This is an optimization exercise on Yosys and OpenROAD, whose aim is a short achievable clock period and few clock cycles, not a production implementation.
In this exercise RTL edits were held to simulation tests only and were not proved equivalent to the original.
Power is estimated from default activity; no workload was simulated.

<file path="design/flow/design.v">
package sap2_mini_pkg;
    localparam int DATA_W = 12;
    localparam int ADDR_W = 8;
    localparam logic [3:0] OP_LDA = 4'h0, OP_ADD = 4'h1, OP_SUB = 4'h2, OP_STA = 4'h3,
                           OP_LDB = 4'h4, OP_LDX = 4'h5, OP_JMP = 4'h6, OP_JAN = 4'h7,
                           OP_JAZ = 4'h8, OP_JIN = 4'h9, OP_JIZ = 4'hA, OP_JMS = 4'hB,
                           OP_REG = 4'hF;
    localparam logic [3:0] RG_NOP = 4'h0, RG_CLA = 4'h1, RG_XCH = 4'h2, RG_DEX = 4'h3,
                           RG_INX = 4'h4, RG_CMA = 4'h5, RG_CMB = 4'h6, RG_IOR = 4'h7,
                           RG_AND = 4'h8, RG_NOR = 4'h9, RG_NAN = 4'hA, RG_XOR = 4'hB,
                           RG_BRB = 4'hC, RG_INP = 4'hD, RG_OUT = 4'hE, RG_HLT = 4'hF;
    localparam logic [DATA_W-1:0] NOP_WORD = 12'hC00;
endpackage
module sap2_mini_alu
(
    input  logic [3:0]                       op,
    input  logic [3:0]                       rop,
    input  logic [sap2_mini_pkg::DATA_W-1:0] a,
    input  logic [sap2_mini_pkg::DATA_W-1:0] b,
    input  logic [sap2_mini_pkg::DATA_W-1:0] x,
    output logic [sap2_mini_pkg::DATA_W-1:0] a_reg,
    output logic [sap2_mini_pkg::DATA_W-1:0] x_reg
);
    always_comb begin
        a_reg = a;
        x_reg = x;
        if (op == sap2_mini_pkg::OP_REG) begin
            case (rop)
                sap2_mini_pkg::RG_CLA: a_reg = '0;
                sap2_mini_pkg::RG_XCH: begin a_reg = x; x_reg = a; end
                sap2_mini_pkg::RG_DEX: x_reg = x - 12'd1;
                sap2_mini_pkg::RG_INX: x_reg = x + 12'd1;
                sap2_mini_pkg::RG_CMA: a_reg = ~a;
                sap2_mini_pkg::RG_IOR: a_reg = a | b;
                sap2_mini_pkg::RG_AND: a_reg = a & b;
                sap2_mini_pkg::RG_NOR: a_reg = ~(a | b);
                sap2_mini_pkg::RG_NAN: a_reg = ~(a & b);
                sap2_mini_pkg::RG_XOR: a_reg = a ^ b;
                default: ;
            endcase
        end
    end
endmodule
module sap2_mini_cpu
(
    input  logic              clk,
    input  logic              clr,
    input  logic              prog,
    input  logic [sap2_mini_pkg::ADDR_W-1:0] a,
    input  logic [sap2_mini_pkg::DATA_W-1:0] d,
    input  logic [sap2_mini_pkg::DATA_W-1:0] i,
    output logic [sap2_mini_pkg::DATA_W-1:0] out,
    output logic              halted
);
    localparam int DW = sap2_mini_pkg::DATA_W;
    localparam int AW = sap2_mini_pkg::ADDR_W;
    logic [DW-1:0] mem [0:(1<<AW)-1];
    logic [DW-1:0] areg, breg, xreg, dir, eir, mdr;
    logic [AW-1:0] pc, r;
    logic          halt;
    assign halted = halt;
    logic          e_lda, e_arith, e_sub, e_ldb, e_ldx, e_reg, e_inp, e_sta, e_out;
    logic [3:0]    erop;
    logic [AW-1:0] ead;
    logic [DW-1:0] a_reg, x_reg, a_fast, a_next, b_next, x_next, sum;
    logic          sum_zero;
    assign erop = eir[7:4];
    assign ead  = eir[7:0];
    sap2_mini_alu u_alu_e (
        .op    (eir[11:8]),
        .rop   (erop),
        .a     (areg),
        .b     (breg),
        .x     (xreg),
        .a_reg (a_reg),
        .x_reg (x_reg)
    );
    assign sum = areg + mdr + DW'(e_sub);
    assign sum_zero = &(~(areg ^ mdr ^ {areg[DW-2:0] | mdr[DW-2:0], e_sub}));
    always_comb begin
        if (e_lda)      a_fast = mdr;
        else if (e_inp) a_fast = i;
        else if (e_reg) a_fast = a_reg;
        else            a_fast = areg;
    end
    always_comb begin
        a_next = e_arith ? sum : a_fast;
        x_next = e_ldx ? mdr : x_reg;
        if (e_ldb)
            b_next = mdr;
        else if (e_reg && (erop == sap2_mini_pkg::RG_CMB))
            b_next = ~breg;
        else
            b_next = breg;
    end
    logic [3:0]    dop, drop;
    logic [AW-1:0] dad;
    logic [DW-1:0] mdr_next, a_dreg, x_dreg;
    logic          d_sta, d_hlt, d_sub, d_reg, d_moda, d_modx, d_aslow, d_xslow;
    logic          a_neg, a_zero, x_neg, x_zero;
    assign dop   = dir[11:8];
    assign drop  = dir[7:4];
    assign dad   = dir[7:0];
    assign d_reg = (dop == sap2_mini_pkg::OP_REG);
    assign d_sta = (dop == sap2_mini_pkg::OP_STA);
    assign d_sub = (dop == sap2_mini_pkg::OP_SUB);
    assign d_hlt = d_reg && (drop == sap2_mini_pkg::RG_HLT);
    assign mdr_next = ((e_sta && (ead == dad)) ? areg : mem[dad]) ^ {DW{d_sub}};
    sap2_mini_alu u_alu_d (
        .op    (dop),
        .rop   (drop),
        .a     (a_fast),
        .b     (b_next),
        .x     (x_next),
        .a_reg (a_dreg),
        .x_reg (x_dreg)
    );
    assign d_moda = d_reg && ((drop == sap2_mini_pkg::RG_CLA) || (drop == sap2_mini_pkg::RG_XCH) ||
                              (drop == sap2_mini_pkg::RG_CMA) ||
                              ((drop >= sap2_mini_pkg::RG_IOR) && (drop <= sap2_mini_pkg::RG_XOR)));
    assign d_modx = d_reg && ((drop == sap2_mini_pkg::RG_XCH) || (drop == sap2_mini_pkg::RG_DEX) ||
                              (drop == sap2_mini_pkg::RG_INX));
    assign d_aslow = (dop == sap2_mini_pkg::OP_LDA) || (dop == sap2_mini_pkg::OP_ADD) ||
                     (dop == sap2_mini_pkg::OP_SUB) ||
                     (d_reg && (drop == sap2_mini_pkg::RG_INP)) || (d_moda && e_arith);
    assign d_xslow = (dop == sap2_mini_pkg::OP_LDX) ||
                     (d_reg && (drop == sap2_mini_pkg::RG_XCH) && e_arith);
    assign a_neg  = d_moda ? a_dreg[DW-1] : (e_arith ? sum[DW-1] : a_fast[DW-1]);
    assign a_zero = d_moda ? (a_dreg == '0) : (e_arith ? sum_zero : (a_fast == '0));
    assign x_neg  = d_modx ? x_dreg[DW-1] : x_next[DW-1];
    assign x_zero = d_modx ? (x_dreg == '0) : (x_next == '0);
    logic [DW-1:0] w;
    logic [3:0]    fop;
    logic          is_jac, is_jxc, taken, brb, jms, stall;
    logic [AW-1:0] pc_inc;
    assign w      = (e_sta && (ead == pc)) ? areg : mem[pc];
    assign fop    = w[11:8];
    assign pc_inc = pc + 8'd1;
    assign is_jac = (fop == sap2_mini_pkg::OP_JAN) || (fop == sap2_mini_pkg::OP_JAZ);
    assign is_jxc = (fop == sap2_mini_pkg::OP_JIN) || (fop == sap2_mini_pkg::OP_JIZ);
    assign jms    = (fop == sap2_mini_pkg::OP_JMS);
    assign taken  = (fop == sap2_mini_pkg::OP_JMP) || jms ||
                    ((fop == sap2_mini_pkg::OP_JAN) && a_neg) ||
                    ((fop == sap2_mini_pkg::OP_JAZ) && a_zero) ||
                    ((fop == sap2_mini_pkg::OP_JIN) && x_neg) ||
                    ((fop == sap2_mini_pkg::OP_JIZ) && x_zero);
    assign brb    = (fop == sap2_mini_pkg::OP_REG) && (w[7:4] == sap2_mini_pkg::RG_BRB);
    assign stall  = (d_sta && (dad == pc)) || (is_jac && d_aslow) || (is_jxc && d_xslow);
    always_ff @(posedge clk or posedge clr) begin
        if (clr) begin
            areg  <= '0; breg <= '0; xreg <= '0;
            dir   <= sap2_mini_pkg::NOP_WORD; eir <= sap2_mini_pkg::NOP_WORD;
            e_lda <= 1'b0; e_arith <= 1'b0; e_sub <= 1'b0; e_ldb <= 1'b0; e_ldx <= 1'b0;
            e_reg <= 1'b0; e_inp <= 1'b0; e_sta <= 1'b0; e_out <= 1'b0;
            pc    <= '0; r    <= '0;
            out   <= '0; halt <= 1'b0;
        end else if (!halt) begin
            areg    <= a_next;
            breg    <= b_next;
            xreg    <= x_next;
            if (e_out) out <= areg;
            eir     <= dir;
            e_lda   <= (dop == sap2_mini_pkg::OP_LDA);
            e_arith <= (dop == sap2_mini_pkg::OP_ADD) || d_sub;
            e_sub   <= d_sub;
            e_ldb   <= (dop == sap2_mini_pkg::OP_LDB);
            e_ldx   <= (dop == sap2_mini_pkg::OP_LDX);
            e_reg   <= d_reg;
            e_inp   <= d_reg && (drop == sap2_mini_pkg::RG_INP);
            e_sta   <= d_sta;
            e_out   <= d_reg && (drop == sap2_mini_pkg::RG_OUT);
            if (d_hlt) halt <= 1'b1;
            if (stall) begin
                dir <= sap2_mini_pkg::NOP_WORD;
            end else begin
                dir <= w;
                if (taken)    pc <= w[AW-1:0];
                else if (brb) pc <= r;
                else          pc <= pc_inc;
                if (jms)      r  <= pc_inc;
            end
        end
    end
    always_ff @(posedge clk) begin
        if (!halt) mdr <= mdr_next;
    end
    always_ff @(posedge clk) begin
        if (prog)
            mem[a] <= d;
        else if (e_sta && !halt)
            mem[ead] <= areg;
    end
endmodule
</file>
<file path="design/flow/run.sh">
#!/bin/bash
# synth_recipe.tcl (not shown) runs the flow's synth.tcl, then flattens the netlist and writes it again
# the make line also repeats each setting of config.mk as NAME=value (left out here)
make -C /OpenROAD-flow-scripts/flow DESIGN_CONFIG=/design/flow/config.mk WORK_HOME=/design/flow/orfs CLKGATE_MAP_FILE= SYNTH_SCRIPT=/design/flow/synth_recipe.tcl finish
</file>
<file path="design/flow/config.mk">
export PLATFORM = sky130hd
export DESIGN_NAME = sap2_mini_cpu
export DESIGN_NICKNAME = sap2_mini_cpu
export VERILOG_FILES = /design/flow/design.v
export SDC_FILE = /design/flow/constraint.sdc
export NUM_CORES = 4
export LEC_CHECK = 0
export ABC_CLOCK_PERIOD_IN_PS = 3000
export CAP_MARGIN = 20
export CORE_MARGIN = 2
export CORE_UTILIZATION = 50
export SETUP_SLACK_MARGIN = 5
export SLEW_MARGIN = 20
</file>
<file path="design/flow/constraint.sdc">
create_clock -name core_clock -period 9.0 [get_ports {clk}]
set_input_delay 1.8000 -clock core_clock [delete_from_list [all_inputs] [get_ports {clk}]]
set_output_delay 1.8000 -clock core_clock [all_outputs]
set_load 0.01 [all_outputs]
</file>
==> summary.txt <==
worst max-delay path: cells and delay by family, from the launching register on:
kind            cells  cell delay, ps
fa+ha+maj           1             230
flops               1             530
mux                 2             460
buf+inv             5             850
compound gates      5            1320
simple gates        5            1600
layout make-up:
class | count | area [µm²] | area share, %
Sequential cell | 3182 | 95120 | 52.62
Multi-Input combinational cell | 3959 | 57650 | 31.89
Timing Repair Buffer | 904 | 10940 | 6.050
Clock buffer | 418 | 9077 | 5.022
Tap cell | 4100 | 5130 | 2.838
Clock inverter | 211 | 2260 | 1.250
Inverter | 101 | 495.5 | 0.2741
Antenna cell | 35 | 87.58 | 0.04845
kinds of logic (layout without fill, tap and decap cells):
kind of cell / Yosys count / after routing / synth area share [%]
DFF: 3182 / 3182 / 62.06
muxes: 2038 / 2038 / 28.12
adders and majority gates: 94 / 94 / 0.7873
other: 0 / 35 / 0
buffers and inverters: 716 / 1634 / 2.213
AOI/OAI and AO/OA: 721 / 724 / 3.212
xor gates and xnor gates: 93 / 93 / 0.5317
and+or+nand+nor: 1008 / 1010 / 3.077
through the flow:
stage	power (W)	area (µm²)	setup WS [ps]	hold WS, ps	util [%]
5_1_grt	0.06894	180700	3813	521.2	59.18
3_3_place_gp	0.04675	160400	2280	459.9	52.52
3_5_place_dp	0.04669	160400	2455	477.4	52.53
6_report	0.06792	180800	3940	505.9	59.21
2_1_floorplan	0.03541	153400	3779	444.1	-
4_1_cts	0.06588	178900	4067	504.5	58.59
power by group:
group / switching, W / total [W] / internal [W]
logic: 0.0208 / 0.0358 / 0.0150
clock network: 0.00623 / 0.0145 / 0.00825
registers: 0.000566 / 0.0176 / 0.0170
total: 0.0276 / 0.0679 / 0.0403
per-layer routing:
layer  wire, µm  part of all wire (%)  track usage (%)
met2     259700                    44            54.67
met1     211900                    36            52.10
met5        522                 0.088           0.8799
met4      40290                   6.8            21.51
met3      80950                    14            11.62
worst max path at each step:
stage | start | to | slack (ps) | cells after the start
floorplan | prog | mem[0][5] | 3780 | 5
global placement | eir[5] | pc[4] | 2280 | 19
detailed placement | eir[5] | pc[3] | 2450 | 19
CTS | eir[5] | pc[7] | 4070 | 26
global route | eir[5] | pc[7] | 3810 | 22
finish | eir[5] | pc[3] | 3940 | 18
Yosys cell counts, types with 40 or more instances:
| cell | count | share of area [%] |
|---|---|---|
| edfxtp_1 | 3084 | 60 |
| nand2_1 | 282 | 0.69 |
| mux2_2 | 52 | 0.38 |
| ha_1 | 90 | 0.74 |
| buf_4 | 54 | 0.26 |
| nor2_1 | 388 | 0.95 |
| buf_2 | 145 | 0.47 |
| xnor2_1 | 73 | 0.42 |
| inv_1 | 93 | 0.23 |
| mux4_2 | 1806 | 27 |
| a22oi_1 | 77 | 0.38 |
| mux2i_1 | 169 | 1.1 |
| nand3_1 | 75 | 0.25 |
| nor3_1 | 40 | 0.13 |
| dfrtp_1 | 94 | 1.5 |
| o22ai_1 | 65 | 0.27 |
| buf_1 | 110 | 0.27 |
| o21ai_0 | 151 | 0.49 |
| clkbuf_1 | 265 | 0.65 |
| a21oi_1 | 128 | 0.42 |
timing repair:
action	in CTS	in global routing
hold buffers	0	0
gates cloned	76	16
buffers inserted	209	70
pin swaps	88	62
setup endpoints to repair	4531	2002
resized for setup	689	181
==> flow_metrics.py <==
metrics = {
    "outcome": {
        "status": "timing/DRC/antenna clean",
    },
    "synth": {
        "synth_cells": 7852,
        "avgSynthCellArea_um2": 19.51,
        "synthArstFlopShare_pct": 3.080,
        "synth-edff-count": 3084,
        "synth_fp_nets": 7981,
        "ys.warnings.count": 2,
        "ys_ff_latch": 3182,
        "ys.flop_type": "edfxtp_1",
        "syn_area_um2": 153200,
        "ys_types": 107,
        "yosysSeqAreaShare_pct": 62.06,
    },
    "setup_path": {
        "r2r-start": "eir[5]",
        "cp-end-kind": "register",
        "reg2reg_depth": 18,
        "crit_chain": "buf_12 > nor4b_4 > bufinv_8 > buf_4 > ha_4 > a21o_1 > buf_4 > a221oi_4 > mux2i_2 > o22ai_2 > buf_4 > nand2_1 > or4_1 > or4_4 > and3_4 > o311a_4 > mux2_4 > a21oi_2",
        "cpPeakStageDelay_ps": 580,
        "timing.rr.end": "pc[3]",
        "reg2reg_slack_ps": 3940,
        "arrival_ps": 5960,
        "crit_top_cell": "buf_4",
        "cp_slowest_cell": "or4_4",
        "cp-start-kind": "register",
        "crit_type": "reg2reg",
        "cp.required_ps": 9900,
        "critPathMaxFanout": 6,
    },
    "route": {
        "wirelength_mm": 593.4,
        "viasPerCell": 7.367,
        "initialDrtViolationCount": 16368,
        "ant_nets": 0,
        "drc": 0,
        "dr.pass1.iters": 9,
        "wl_per_cell_um": 45.96,
        "vias": 95113,
    },
    "hold_path": {
        "hold_path_end": "out[11]",
        "hp-start": "out[11]",
        "holdPathStages": 1,
        "hold_class": "reg2reg",
    },
    "timing": {
        "finalCritPeriodShare_pct": 56.22,
        "tns_ps": 0,
        "maxClockFrequency_mhz": 197.6,
        "final.setup_skew_ps": 47.49,
        "rsz0062_at_grt": "true",
        "hold_viol_final": 0,
        "worst_pin_slew_ps": 1282,
        "maxSlewHeadroom_pct": 14.52,
        "setup_viol": 0,
        "slew_viol_final": 0,
        "period_minus_slack_ps": 5060,
    },
    "floorplanning": {
        "initial_core_util_pct": 50.18,
        "die_x_um": 557.5,
        "core-area_um2": 305300,
        "rows": 203,
        "die_area_um2": 310800,
        "io_pins": 48,
        "die_h_um": 557.5,
    },
    "cts": {
        "cts_tree": "built",
        "cts_buffer_depth": 4,
        "cts-root-buf": "clkbuf_16",
        "clock_latency_ps": 980,
        "htreeDepth": 5,
        "numCtsBuffers": 349,
        "cts.sink_count": 3182,
        "path_clk_slew_ps": 70,
    },
    "cells_and_area": {
        "final_layout_size_suffix_gt1_share_pct": 42.40,
        "mostFrequentLayoutCell": "edfxtp_1",
        "largest_reg_flops": 3072,
        "largest_register": "mem",
        "fillers": 22247,
        "layout_common_cells": "3,084 x edfxtp_1, 1,806 x mux4_2, 584 x buf_4, 368 x clkbuf_16, 275 x nor2_1",
        "area_growth_pct": 17.99,
        "fin_cells": 12910,
        "nets": 8626,
    },
    "placed_design": {
        "gp_congestion": 0.9971,
        "dpl.hpwl_mm": 354.5,
        "numPortBuffers": 47,
        "dp_cells": 11871,
    },
    "grt": {
        "grt_pass1_wl_mm": 799.1,
        "first_global_vias": 92299,
        "grt_max_degree": 234,
        "grt.total_usage_pct": 38.12,
        "antenna_found_initial": 44,
        "grt_overflow": 0,
    },
    "pwr": {
        "power.density_nw_per_um2": 375.8,
        "power_leakage_nw": 58.24,
        "vdd_drop_max_mv": 0.2524,
    },
    "run": {
        "drv_cap": 0,
    },
}
Testbench counts, summed over its fixed seeds: cycles 14,757.

==> re-timing with driven ports <==
How much do the figures lean on ideal ports? The routed layout below was timed once more, with nothing changed but the port constraints.
Step 1 sets driving cells, clkbuf_16 on the clock port and buf_2 on the other inputs (assumed; they add their load-dependent delay and slew).
Step 2 times the ports against the registers' clock, not the clock port: input delays grow and output delays shrink by t, the midpoint of the rising clock arrivals with the driver on.
Slacks: no drivers / after step 1 / after step 2; pairs: no drivers / after step 1.
t, ns: 1.050
setup slack, ns: 3.940 / 3.940 / 3.087
worst data-port slew with drivers (ns): 0.05
pins driven straight from the clock port: 1
After both steps this run still meets setup and hold. For this run, drivers alone change the setup slack by 0.000 ns; drivers and shift together by -0.853 ns.
